What follows belongs to an exercise in optimizing a design on an open flow for small area, a short achievable clock period and few clock cycles; a production flow would make more cautious choices. Function was checked by simulation only, so behaviour that the tests miss may differ from the original. Power and IR drop assume default switching activity.

## ember
==> flow/design.v (excerpt) <==
module multi_button_debouncer_unit (
	input  logic                          clk,
	input  logic                          arst_n,
	input  logic [mbd_pkg::S_TDATA_W-1:0] s_tdata,
	input  logic                          s_tvalid,
	output logic                          s_tready,
	output logic [mbd_pkg::M_TDATA_W-1:0] m_tdata,
	output logic                          m_tlast,
	output logic                          m_tvalid,
	input  logic                          m_tready,
	input  logic                          psel,
	input  logic                          penable,
	input  logic                          pwrite,
	input  logic [mbd_pkg::PADDR_W-1:0]   paddr,
	input  logic [mbd_pkg::PDATA_W-1:0]   pwdata,
	output logic [mbd_pkg::PDATA_W-1:0]   prdata,
	output logic                          pready
);
	localparam int N = mbd_pkg::BUTTON_COUNT;
	logic [mbd_pkg::DELAY_W-1:0] debounce_q;
	logic [mbd_pkg::PADDR_W-1:0] paddr_q;
	assign pready = 1'b1;
	always_ff @(posedge clk or negedge arst_n) begin
		if (!arst_n) begin
			debounce_q <= mbd_pkg::DEBOUNCE_RESET;
		end else if (psel && penable && pwrite && paddr == mbd_pkg::REG_DEBOUNCE_MS) begin
			debounce_q <= pwdata[mbd_pkg::DELAY_W-1:0];
		end
	end
  ...
Size in the first run: roughly 2100 cells after synthesis, about 430 flip-flops, roughly 130 I/O pins, roughly 24000 um^2 of cells after synthesis.
make LEC_CHECK=0 CAP_MARGIN=20 CORE_MARGIN=2 CORE_UTILIZATION=65 SETUP_SLACK_MARGIN=5.0 SLEW_MARGIN=20 finish   # period 8.0 ns
run.sh (not shown) runs the stock make flow with config.mk's settings and CLKGATE_MAP_FILE= SYNTH_SCRIPT=/design/flow/synth_recipe.tcl, a recipe that flattens the netlist after the stock synthesis.
Testbench counts of ember, summed over its fixed seeds: cycles 20,149.
The following lists how xenon was set up differently from ember:
# ember
export LEC_CHECK = 0
export CAP_MARGIN = 20
export CORE_MARGIN = 2
export CORE_UTILIZATION = 65
export SETUP_SLACK_MARGIN = 5.0
export SLEW_MARGIN = 20
create_clock -name core_clock -period 8.0 [get_ports {clk}]
# xenon
export LEC_CHECK = 0
export CAP_MARGIN = 20
export CORE_MARGIN = 2
export CORE_UTILIZATION = 40
export SETUP_SLACK_MARGIN = 5.0
export SLEW_MARGIN = 20
create_clock -name core_clock -period 8.0 [get_ports {clk}]
- xenon against ember: pin slew with the least headroom to its limit now sits lower, number of antenna violations at the first check in global routing now sits higher.
- The die used by xenon is larger than the one used by ember.
- The higher required time of the worst setup path of ember and xenon is in xenon.
- Number of tapcells is lower on ember
- xenon ended up with a higher fmax than ember did.

The RTL this note starts from:
==> flow/design.v <==
package mbd_pkg;
	localparam int BUTTON_COUNT = 9;
	localparam int PIN_W        = 9;
	localparam int NOW_W        = 32;
	localparam int DELAY_W      = 16;
	localparam int IDX_W        = 4;
	localparam int S_TDATA_W    = 48;
	localparam int M_TDATA_W    = 8;
	localparam int PADDR_W      = 1;
	localparam int PDATA_W      = 32;
	localparam logic [PADDR_W-1:0] REG_DEBOUNCE_MS = 1'b0;
	localparam logic [DELAY_W-1:0] DEBOUNCE_RESET  = 16'd50;
	typedef struct packed {
		logic             ev;
		logic [IDX_W-1:0] idx;
		logic             pressed;
	} evt_rec_t;
endpackage
module mbd_cell (
	input  logic                        clk,
	input  logic                        arst_n,
	input  logic                        load,
	input  logic                        sample,
	input  logic [mbd_pkg::NOW_W-1:0]   now_ms,
	input  logic                        eval,
	input  logic                        sample_q,
	input  logic [mbd_pkg::NOW_W-1:0]   now_q,
	input  logic [mbd_pkg::NOW_W-1:0]   lo_q,
	input  logic                        same_q,
	output logic                        fire,
	output logic                        held
);
	logic [mbd_pkg::NOW_W-1:0] since_q;
	logic                      prev_q;
	logic                      held_q;
	always_ff @(posedge clk) begin
		if (load && sample != prev_q) begin
			since_q <= now_ms;
		end
	end
	always_ff @(posedge clk or negedge arst_n) begin
		if (!arst_n) begin
			prev_q <= 1'b0;
		end else if (load) begin
			prev_q <= sample;
		end
	end
	function automatic logic less16(input logic [15:0] a, input logic [15:0] b);
		logic [15:0] g, l;
		g = a & ~b;
		l = ~a & b;
		for (int s = 1; s < 16; s = s * 2) begin
			for (int i = 0; i + s < 16; i = i + 2 * s) begin
				l[i] = l[i+s] | (~g[i+s] & l[i]);
				g[i] = g[i+s] | (~l[i+s] & g[i]);
			end
		end
		less16 = l[0];
	endfunction
	logic eq_lo, eq_now, ge_lo, le_now, in_win;
	assign eq_lo  = since_q[31:16] == lo_q[31:16];
	assign eq_now = since_q[31:16] == now_q[31:16];
	assign ge_lo  = !less16(since_q[15:0], lo_q[15:0]);
	assign le_now = !less16(now_q[15:0], since_q[15:0]);
	assign in_win = same_q ? (eq_now && ge_lo && le_now)
		: ((eq_lo && ge_lo) || (eq_now && le_now));
	assign fire   = !in_win && (sample_q != held_q);
	always_ff @(posedge clk or negedge arst_n) begin
		if (!arst_n) begin
			held_q <= 1'b0;
		end else if (eval && fire) begin
			held_q <= sample_q;
		end
	end
	assign held = held_q;
endmodule
module multi_button_debouncer_unit (
	input  logic                          clk,
	input  logic                          arst_n,
	input  logic [mbd_pkg::S_TDATA_W-1:0] s_tdata,
	input  logic                          s_tvalid,
	output logic                          s_tready,
	output logic [mbd_pkg::M_TDATA_W-1:0] m_tdata,
	output logic                          m_tlast,
	output logic                          m_tvalid,
	input  logic                          m_tready,
	input  logic                          psel,
	input  logic                          penable,
	input  logic                          pwrite,
	input  logic [mbd_pkg::PADDR_W-1:0]   paddr,
	input  logic [mbd_pkg::PDATA_W-1:0]   pwdata,
	output logic [mbd_pkg::PDATA_W-1:0]   prdata,
	output logic                          pready
);
	localparam int N = mbd_pkg::BUTTON_COUNT;
	logic [mbd_pkg::DELAY_W-1:0] debounce_q;
	logic [mbd_pkg::PADDR_W-1:0] paddr_q;
	assign pready = 1'b1;
	always_ff @(posedge clk or negedge arst_n) begin
		if (!arst_n) begin
			debounce_q <= mbd_pkg::DEBOUNCE_RESET;
		end else if (psel && penable && pwrite && paddr == mbd_pkg::REG_DEBOUNCE_MS) begin
			debounce_q <= pwdata[mbd_pkg::DELAY_W-1:0];
		end
	end
	always_ff @(posedge clk) begin
		paddr_q <= paddr;
	end
	assign prdata = {{(mbd_pkg::PDATA_W-mbd_pkg::DELAY_W){1'b0}},
		debounce_q & {mbd_pkg::DELAY_W{paddr_q == mbd_pkg::REG_DEBOUNCE_MS}}};
	logic [N-1:0]                pins_n;
	logic [mbd_pkg::NOW_W-1:0]   now_ms;
	logic                        load;
	logic                        eval;
	logic                        v1_q;
	logic [N-1:0]                smp_q;
	logic [mbd_pkg::NOW_W-1:0]   now_q;
	logic [mbd_pkg::NOW_W-1:0]   lo_q;
	logic                        same_q;
	logic [mbd_pkg::NOW_W-1:0]   lo_ms;
	logic                        lo_borrow;
	logic [N-1:0]                a_q, b_q;
	logic [N-1:0]                a_pr_q;
	logic                        b_busy;
	logic [N-1:0]                fire;
	logic [N-1:0]                held;
	assign pins_n   = ~s_tdata[N-1:0];
	assign now_ms   = s_tdata[mbd_pkg::PIN_W +: mbd_pkg::NOW_W];
	assign b_busy   = |b_q;
	assign s_tready = !v1_q || !b_busy;
	assign load     = s_tvalid && s_tready;
	assign eval     = v1_q && !b_busy;
	assign {lo_borrow, lo_ms[15:0]} = {1'b0, now_ms[15:0]} - {1'b0, debounce_q};
	assign lo_ms[31:16] = now_ms[31:16] - {15'b0, lo_borrow};
	always_ff @(posedge clk or negedge arst_n) begin
		if (!arst_n) begin
			v1_q <= 1'b0;
		end else if (load) begin
			v1_q <= 1'b1;
		end else if (eval) begin
			v1_q <= 1'b0;
		end
	end
	always_ff @(posedge clk) begin
		if (load) begin
			smp_q <= pins_n;
			now_q <= now_ms;
			lo_q   <= lo_ms;
			same_q <= !lo_borrow;
		end
	end
	for (genvar k = 0; k < N; k++) begin : g_cell
		mbd_cell u_cell (
			.clk         (clk),
			.arst_n      (arst_n),
			.load        (load),
			.sample      (pins_n[k]),
			.now_ms      (now_ms),
			.eval        (eval),
			.sample_q    (smp_q[k]),
			.now_q       (now_q),
			.lo_q        (lo_q),
			.same_q      (same_q),
			.fire        (fire[k]),
			.held        (held[k])
		);
	end
	logic                        o_valid_q;
	logic [mbd_pkg::IDX_W-1:0]   o_idx_q;
	logic                        o_pr_q;
	logic                        o_last_q;
	logic                        o_free;
	logic [N-1:0]                a_low;
	logic [N-1:0]                a_rest;
	logic [N-1:0]                a_left;
	logic [mbd_pkg::IDX_W-1:0]   a_idx;
	assign o_free = !o_valid_q || m_tready;
	assign a_low  = a_q & (~a_q + 1'b1);
	assign a_rest = a_q & ~a_low;
	assign a_left = o_free ? a_rest : a_q;
	always_comb begin
		a_idx = '0;
		for (int k = N-1; k >= 0; k--) begin
			if (a_q[k]) begin
				a_idx = mbd_pkg::IDX_W'(k);
			end
		end
	end
	always_ff @(posedge clk or negedge arst_n) begin
		if (!arst_n) begin
			a_q       <= '0;
			b_q       <= '0;
			o_valid_q <= 1'b0;
		end else begin
			if (o_free) begin
				o_valid_q <= |a_q;
			end
			if (a_left == '0) begin
				if (b_busy) begin
					a_q <= b_q;
					b_q <= '0;
				end else begin
					a_q <= eval ? fire : '0;
				end
			end else begin
				a_q <= a_left;
				if (eval) begin
					b_q <= fire;
				end
			end
		end
	end
	always_ff @(posedge clk) begin
		if (a_left == '0) begin
			a_pr_q <= b_busy ? held : smp_q;
		end
	end
	always_ff @(posedge clk) begin
		if (o_free && a_q != '0) begin
			o_idx_q  <= a_idx;
			o_pr_q   <= a_pr_q[a_idx];
			o_last_q <= a_rest == '0;
		end
	end
	assign m_tvalid = o_valid_q;
	assign m_tlast  = o_last_q;
	assign m_tdata  = {{(mbd_pkg::M_TDATA_W-mbd_pkg::IDX_W-1){1'b0}}, o_pr_q, o_idx_q};
endmodule
==> flow/config.mk <==
export PLATFORM = sky130hd
export DESIGN_NAME = multi_button_debouncer_unit
export DESIGN_NICKNAME = multi_button_debouncer_unit
export VERILOG_FILES = /design/flow/design.v
export SDC_FILE = /design/flow/constraint.sdc
export NUM_CORES = 4
export LEC_CHECK = 0
export CAP_MARGIN = 20
export CORE_MARGIN = 2
export CORE_UTILIZATION = 40
export SLEW_MARGIN = 20
==> flow/constraint.sdc <==
create_clock -name core_clock -period 8.0 [get_ports {clk}]
set_input_delay 1.6000 -clock core_clock [delete_from_list [all_inputs] [get_ports {clk}]]
set_output_delay 1.6000 -clock core_clock [all_outputs]
set_load 0.01 [all_outputs]
The starting point ran to the end with no violations.
Testbench counts at the start, summed over its fixed seeds: cycles 20,149.
Next try:
SETUP_SLACK_MARGIN = 4.8   (was default)
Effect: The new run finished clean; flip-flop and latch count is unchanged; design area increases by 6.8%; worst setup slack improves by 1500 ps; maximum frequency came out higher by 34%; wire length came out higher by 3.3%; via count is higher by 5.5%; power increases by 5.3%.

multi_button_debouncer_unit, a different RTL version from the one above (not shown whole).
Size: about 2,200 cells after synthesis, about 440 flip-flops, roughly 130 I/O pins, ~24,000 um^2 of cells after synthesis.
Settings: LEC_CHECK=0, CAP_MARGIN=20, CORE_MARGIN=2, CORE_UTILIZATION=40, SETUP_SLACK_MARGIN=5.0, SLEW_MARGIN=20; clock period 8.0 ns.
standard.sh (not shown) runs the stock make flow with config.mk's settings and CLKGATE_MAP_FILE= SYNTH_SCRIPT=/design/flow/synth_recipe.tcl, a recipe that flattens the netlist after the stock synthesis.
==> flow/flow/run.sh <==
#!/bin/bash
# The standard layout, with the resizer free to change a cell's footprint
# (the platform default limits sizing to cells of the same footprint)
set -euo pipefail
bash standard.sh synth > synth.log 2>&1
bash standard.sh MATCH_CELL_FOOTPRINT=0 finish > layout.log 2>&1
The starting point finished with timing, DRC and antenna clean.
Testbench counts at the start, summed over its fixed seeds: cycles 20,166.
Change:
==> flow/run.sh (new file) <==
#!/bin/bash
# synth_recipe.tcl (not shown) runs the flow's synth.tcl, then flattens the netlist and writes it again
# the make line also repeats each setting of config.mk as NAME=value (left out here)
make -C /OpenROAD-flow-scripts/flow DESIGN_CONFIG=/design/flow/config.mk WORK_HOME=/design/flow/orfs CLKGATE_MAP_FILE= SYNTH_SCRIPT=/design/flow/synth_recipe.tcl finish
removed: flow/flow/run.sh
removed: flow/standard.sh
=> Final area came out lower slightly. Power is lower slightly. First-iteration DRC count goes up by roughly a tenth. Count of clock-buffer cells in the layout falls by 10. Non-clock buffer count went down by 30. Sequential share of layout area goes up by 0.61 points. Routed wire length falls by a few percent. Final cell count drops slightly. Via count went down slightly. Clock power is lower by a few percent. Hold slack is better by 5.1 ps.
Change:
- CTS_BUF_LIST: default -> sky130_fd_sc_hd__clkbuf_8
- CTS_CLUSTER_SIZE: default -> 20
Result: The changed run passed the timing, design-rule and antenna checks; global-route usage is higher by 0.37 points; clock-buffer cell count is higher by 17; non-clock buffer count is higher by 13; fmax is higher by 0.57%; setup slack is better by 18 ps; design area hardly moves; clock skew is lower by 4.3 ps.

## try-delta
multi_button_debouncer_unit, a different RTL version from the one above (not shown whole).
Size: roughly 2100 cells after synthesis, about 130 I/O pins, ~25000 um2 of cells after synthesis.
Design multi_button_debouncer_unit, start of the top module:
module multi_button_debouncer_unit (
	input  logic                          clk,
	input  logic                          arst_n,
	input  logic [mbd_pkg::S_TDATA_W-1:0] s_tdata,
	input  logic                          s_tvalid,
	output logic                          s_tready,
	output logic [mbd_pkg::M_TDATA_W-1:0] m_tdata,
	output logic                          m_tlast,
	output logic                          m_tvalid,
	input  logic                          m_tready,
	input  logic                          psel,
	input  logic                          penable,
	input  logic                          pwrite,
	input  logic [mbd_pkg::PADDR_W-1:0]   paddr,
	input  logic [mbd_pkg::PDATA_W-1:0]   pwdata,
	output logic [mbd_pkg::PDATA_W-1:0]   prdata,
	output logic                          pready
);
clock: 8.0 ns
lec_check: 0
cap_margin: 20
core_margin: 2
core_utilization: 40
cts_cluster_diameter: 90
cts_cluster_size: 28
setup_slack_margin: 5.0
slew_margin: 20
synth_hierarchical: 1
==> flow/flow/run.sh <==
#!/bin/bash
# The standard synthesis and layout, with plain buffers (buf_2) on the ports instead
# of the delay cells that port buffering picks by default; every port is still buffered
set -euo pipefail
bash standard.sh synth > synth.log 2>&1
bash standard.sh "BUFFER_PORTS_ARGS=-buffer_cell sky130_fd_sc_hd__buf_2" finish > layout.log 2>&1
Testbench counts of try-delta, summed over its fixed seeds: cycles 20,166.
--- input diff try-delta..try-xenon ---
- CTS_CLUSTER_SIZE now 24, was 28
- CTS_CLUSTER_DIAMETER now 80, was 90
==> flow/run.sh (new file) <==
#!/bin/bash
# synth_recipe.tcl (not shown) runs the flow's synth.tcl, then flattens the netlist and writes it again
# the make line also repeats each setting of config.mk as NAME=value (left out here)
make -C /OpenROAD-flow-scripts/flow DESIGN_CONFIG=/design/flow/config.mk WORK_HOME=/design/flow/orfs CLKGATE_MAP_FILE= SYNTH_SCRIPT=/design/flow/synth_recipe.tcl finish
removed: flow/flow/run.sh
removed: flow/standard.sh
--- outcome ---
On net count of the finished layout, the lower figure sits with try-delta, not try-xenon.
Switching share of total power: try-xenon vs try-delta down 0.28 points
Relative to try-delta, clock buffer count in the final layout has increased by about 16% in try-xenon.
Of try-xenon and try-delta, try-xenon shows the higher power, with try-delta below it.
Min routed wire length across try-xenon and try-delta: try-delta
Re path length in cells of the critical path: no difference whatsoever between try-xenon and try-delta.
diff inputs: try-xenon => try-amber
- a change of SETUP_SLACK_MARGIN from 5.0 to 4.9
==> flow/flow/run.sh (new file) <==
#!/bin/bash
# The standard synthesis and layout, with plain buffers (buf_2) on the ports instead
# of the delay cells that port buffering picks by default; every port is still buffered
set -euo pipefail
bash standard.sh synth > synth.log 2>&1
bash standard.sh "BUFFER_PORTS_ARGS=-buffer_cell sky130_fd_sc_hd__buf_2" finish > layout.log 2>&1
==> flow/standard.sh (new file) <==
#!/bin/bash
# synth_recipe.tcl (not shown) runs the flow's synth.tcl, then flattens the netlist and writes it again
# the make line also repeats each setting of config.mk as NAME=value (left out here)
make -C /OpenROAD-flow-scripts/flow DESIGN_CONFIG=/design/flow/config.mk WORK_HOME=/design/flow/orfs CLKGATE_MAP_FILE= SYNTH_SCRIPT=/design/flow/synth_recipe.tcl "${@:-finish}"
removed: flow/run.sh
Results
Comparing try-xenon and try-amber, the lower overall power of the completed layout is on try-amber. [compare] base=try-xenon new=try-amber: fraction of layout cells with a size suffix above 1 +0.73 points, total I/O pin count shows no meaningful change, first-pass iteration count of the detailed router has decreased, summed area of non-filler cells in the final layout decreased 790 um2. Between try-xenon and try-amber, the number of rows created at floorplan does not differ in any meaningful way. Of try-xenon and try-amber, the run reporting the lower clock buffer instance count of the final layout was try-amber.
The following lists how try-garnet was set up differently from try-amber:
- SETUP_SLACK_MARGIN now 5.0, was 4.9
==> flow/flow/run.sh <==
#!/bin/bash
# The standard synthesis and layout, with plain buffers (buf_2) on the ports instead
# of the delay cells that port buffering picks by default (every port is still buffered),
# and the timing repair aiming at a setup slack of 5.15 ns instead of config.mk's 5.0 ns
set -euo pipefail
bash standard.sh synth > synth.log 2>&1
bash standard.sh "BUFFER_PORTS_ARGS=-buffer_cell sky130_fd_sc_hd__buf_2" SETUP_SLACK_MARGIN=5.15 finish > layout.log 2>&1
[summary]
On clock period minus worst slack: try-garnet sits above try-amber. Fill cell instance count of the final layout, try-garnet vs try-amber: down by a few percent. First-iteration DRC count ends up higher on try-garnet. try-garnet: no failed stages, no open violations at the end. Going from try-amber to try-garnet, the total via count after detailed routing was found to have gone up by 217. Between try-amber and try-garnet, wire length of the first global-routing pass increased. When try-garnet is set beside try-amber, its total half-perimeter wirelength after legalization and detailed placement turns out to be 0.54% larger. Summary: with try-amber as the reference, cell area after placement in try-garnet moved up slightly. End of the critical path = b_busy_q$_DFF_PN0_: try-garnet; end of the critical path = c_busy_q$_DFFE_PN0P_: try-amber. There was hardly any difference in power in sequential cells between try-amber and try-garnet. try-garnet ends up with a fraction of cell area in non-clock buffers that is 1.7 points higher than in try-amber. Est. power | try-garnet vs try-amber | try-garnet higher.
Input-level comparison between try-pepper and try-garnet:
==> flow/flow/run.sh <==
#!/bin/bash
# The standard synthesis and layout, with plain buffers (buf_2) on the ports instead
# of the delay cells that port buffering picks by default; every port is still buffered
set -euo pipefail
bash standard.sh synth > synth.log 2>&1
bash standard.sh "BUFFER_PORTS_ARGS=-buffer_cell sky130_fd_sc_hd__buf_2" finish > layout.log 2>&1
Notes after the runs:
In the flow results for try-garnet and try-pepper, the global-route wire length before repair is larger on try-garnet. try-garnet → try-pepper: core utilization lost 1.5 points, combinational power lost 10%, total power lost 3.3%, slack of the worst reg-to-reg path picked up an extra 0.05 ns. Looking at net switching fraction of the power across try-garnet and try-pepper, the one that comes out lower is try-pepper. Compared try-garnet against try-pepper; ratio of total power to cell area within noise.

[separate check: timing with driven ports]
The results above use ideal ports. As a check the final layouts listed here were re-extracted and re-timed, cells and wires unchanged. Step 1 (the two cells are an assumption about what drives the block):
set clk [get_ports {clk}]
set_driving_cell -lib_cell sky130_fd_sc_hd__clkbuf_16 $clk
set_driving_cell -lib_cell sky130_fd_sc_hd__buf_2 [delete_from_list [all_inputs] $clk]
Step 2 adds t to the input delays and takes it off the output delays; t is the mean of the earliest and latest rising clock arrival at the registers after step 1. Input paths then give back, and output paths get back, about the clock's delay inside the block. a / b / c = ideal ports / drivers / drivers and shift; a / b = the first two.
run | shift t [ns] | setup slack, ns | worst setup path after step 2 | latest minus earliest clock arrival (ns) | pins driven straight from the clock port
ember | 0.640 | 4.458 / 4.477 / 3.837 | input to register | 0.023 / 0.022 | 1
xenon | 0.670 | 4.716 / 4.752 / 4.083 | input to register | 0.040 / 0.040 | 1
the first run of note 2 | 0.642 | 2.221 / 2.253 / 1.611 | input to register | 0.027 / 0.026 | 1
the second run of note 2 | 0.663 | 3.685 / 3.691 / 3.028 | input to register | 0.023 / 0.024 | 1
the first run of note 3 | 0.666 | 4.800 / 4.819 / 4.153 | input to register | 0.025 / 0.026 | 1
the second run of note 3 | 0.657 | 4.839 / 4.855 / 4.198 | input to register | 0.053 / 0.053 | 1
the third run of note 3 | 0.722 | 4.857 / 4.851 / 4.151 | input to register | 0.050 / 0.050 | 1
try-delta | 0.646 | 4.967 / 4.967 / 4.562 | input to register | 0.032 / 0.032 | 1
try-xenon | 0.670 | 4.937 / 4.937 / 4.414 | input to register | 0.037 / 0.037 | 1
try-amber | 0.655 | 4.943 / 4.943 / 4.516 | input to register | 0.031 / 0.030 | 1
try-garnet | 0.674 | 4.932 / 4.932 / 4.740 | input to register | 0.029 / 0.029 | 1
try-pepper | 0.661 | 4.985 / 4.985 / 4.562 | input to register | 0.020 / 0.020 | 1
After both steps setup and hold are still met in every run listed. The setup slack of the third run of note 3, which loses most, moves by -0.006 ns with the drivers and by -0.706 ns with both steps.
